Context: an optimization exercise on an open-source flow, tuned for small area and a short achievable clock period. The choices shown serve that exercise and are no tape-out recipe.
Only simulation tests tie the RTL to the original design; equivalence was not proved.

== run A ==
==> flow/design.v (excerpt) <==
module iir_biquad_mc #(
  parameter int W    = 14,
  parameter int FRAC = 11,
  parameter int CH   = 4,
  parameter int CHW  = (CH > 1) ? $clog2(CH) : 1
) (
  input  logic           CLK,
  input  logic           RST,
  input  logic [W-1:0]   DIN,
  input  logic           VIN,
  input  logic [CHW-1:0] CH_IN,
  input  logic [W-1:0]   B0,
  input  logic [W-1:0]   B1,
  input  logic [W-1:0]   B2,
  input  logic [W-1:0]   A1,
  input  logic [W-1:0]   A2,
  input  logic           BYPASS,
  input  logic           CLR,
  input  logic [CHW-1:0] CLR_CH,
  output logic [W-1:0]   DOUT,
  output logic           VOUT,
  output logic [CHW-1:0] CH_OUT,
  output logic           SAT,
  input  logic           SAT_CLR
);
  localparam int SW = 2 * W + 1;     
  localparam int HW = SW - FRAC;     
  logic [W-1:0]   w1_st [CH];
  logic [W-1:0]   w2_st [CH];
  logic           vld_q, pend_q;
  logic [CHW-1:0] ch_q;
  logic [HW-1:0]  fbs_q, fbc_q;
  logic           fbcin_q;
  logic [W-1:0]   b0_q, b1_q, b2_q, w1_q, w2_q;
  logic           vout_q, sat_q;
  logic [W-1:0]   dout_q;
  logic [CHW-1:0] ch_out_q;
  logic           clr_hit, fwd;
  logic [W-1:0]   rd_w1, rd_w2;
  logic [HW-1:0]  fb_sh, ff_sh;
  logic           ovf_fb, ovf_ff;
  logic [W-1:0]   w_b, y_v;
  assign clr_hit = CLR && (CLR_CH == CH_IN);
  assign fwd     = pend_q && (ch_q == CH_IN);
  always_comb begin
    rd_w1 = fwd ? w_b : w1_st[CH_IN];
    rd_w2 = fwd ? w1_q : w2_st[CH_IN];
    if (clr_hit) begin
      rd_w1 = '0;
      rd_w2 = '0;
    end
  end
  wire fa_A1_0_one = A1[0] ^ 1'b0;
  wire fa_A1_0_two = (A1[1] & ~A1[0] & ~1'b0) | (~A1[1] & A1[0] & 1'b0);
  wire fa_A1_0_neg = ~A1[1];
  wire fa_A1_0_p0 = ((fa_A1_0_one & rd_w1[0]) | (fa_A1_0_two & 1'b0)) ^ fa_A1_0_neg;
  wire fa_A1_0_p1 = ((fa_A1_0_one & rd_w1[1]) | (fa_A1_0_two & rd_w1[0])) ^ fa_A1_0_neg;
  wire fa_A1_0_p2 = ((fa_A1_0_one & rd_w1[2]) | (fa_A1_0_two & rd_w1[1])) ^ fa_A1_0_neg;
  wire fa_A1_0_p3 = ((fa_A1_0_one & rd_w1[3]) | (fa_A1_0_two & rd_w1[2])) ^ fa_A1_0_neg;
  wire fa_A1_0_p4 = ((fa_A1_0_one & rd_w1[4]) | (fa_A1_0_two & rd_w1[3])) ^ fa_A1_0_neg;
  ...
Size in the first run: ~3600 cells after synthesis.
clock: 22.0 ns
lec_check: 0
abc_area: 1
cap_margin: 20
core_margin: 2
core_utilization: 40
slew_margin: 20
synth_hierarchical: 1
standard.sh (not shown) runs the stock make flow with config.mk's settings and CLKGATE_MAP_FILE= SYNTH_SCRIPT=/design/flow/synth_recipe.tcl, a recipe that flattens the netlist after the stock synthesis.
==> flow/flow/run.sh <==
#!/bin/bash
# The standard layout (standard.sh: the standard synthesis, floorplan, placement, CTS and
# routing), with repair_timing asked for a larger setup slack margin so that it sizes the
# critical paths, and only the worst path repaired (no TNS repair) to keep the area down.
# The make output goes to flow_make.log; ORFS writes each step's log under orfs/logs/.
set -euo pipefail
bash standard.sh SETUP_SLACK_MARGIN=15 TNS_END_PERCENT=0 finish > flow_make.log 2>&1
> inputs changed (run A -> run B)
diff --git a/flow/flow/run.sh b/flow/flow/run.sh
--- a/flow/flow/run.sh
+++ b/flow/flow/run.sh
@@ -7 +7 @@
-bash standard.sh SETUP_SLACK_MARGIN=15 TNS_END_PERCENT=0 finish > flow_make.log 2>&1
+bash standard.sh SETUP_SLACK_MARGIN=16 TNS_END_PERCENT=0 finish > flow_make.log 2>&1
### Flow results
Comparing run B against run A, there is no change at all in worst hold slack.
Effective utilization at floorplan came out exactly the same in run B and run A.
Synthesized-area fraction occupied by xor and xnor cells: run B vs run A identical
Taking run A as the reference, in run B number of well taps stayed essentially flat, count of multi-input gates held.
Per the comparison of run B with run A, setup slack closely matched the old numbers; final instance area closely matched the old numbers.
Fraction of the cycle the final worst path needs: run B vs run A identical
Re total wire length after detailed routing: no difference whatsoever between run A and run B.
Modified inputs, run C compared to run B
Settings: CTS_BUF_LIST: unset -> sky130_fd_sc_hd__clkbuf_8.
==> flow/flow/run.sh <==
#!/bin/bash
# The standard layout (standard.sh: the standard synthesis, floorplan, placement, CTS and
# routing) with two changes to how it is made:
#  - repair_timing is asked for a larger setup slack margin, so that it sizes the critical
#    paths; only the worst path is repaired (no TNS repair) to keep the area down;
#  - the port buffers are buf_2 cells instead of the delay cells buffer_ports picks by default.
# The make output goes to flow_make.log; ORFS writes each step's log under orfs/logs/.
set -euo pipefail
bash standard.sh SETUP_SLACK_MARGIN=15 TNS_END_PERCENT=0 \
  'BUFFER_PORTS_ARGS=-buffer_cell sky130_fd_sc_hd__buf_2' finish > flow_make.log 2>&1
- Comparing run C and run B, hold slack is higher on run B.
- [compare] base=run B new=run C: fraction of standard cell area that is sequential shows an increase of 0.59 points; final critical-path required period now sits higher.
- Maximum net fanout on the critical path ends up higher on run C.

[static timing again, ports no longer ideal]
In the flow no input, the clock included, has a driving cell. The finished layouts below were timed again as built, in two steps. Step 1: set_driving_cell puts a clkbuf_16 on CLK and a buf_2 on each other input, an assumption about the parent block. Step 2 moves the port delays by t, midway between the first and last clock arrival at a register: inputs arrive t later, outputs are due t later. That takes back most of the time a late clock gives input paths. Three values: ideal ports, drivers, drivers and shift; two values: the first two.
run | t (ns) | slack for setup (ns) | hold WS [ns] | clock arrival spread, ns | slew at the worst register clock pin (ns)
run A | 0.651 | 13.693 / 13.604 / 12.952 | 0.463 / 0.463 / 0.463 | 0.019 / 0.019 | 0.07 / 0.07
run B | 0.651 | 13.693 / 13.604 / 12.952 | 0.463 / 0.463 / 0.463 | 0.019 / 0.019 | 0.07 / 0.07
run C | 0.690 | 13.614 / 13.612 / 12.922 | 0.455 / 0.455 / 0.455 | 0.031 / 0.031 | 0.07 / 0.07
After both steps setup and hold are still met in every run listed.
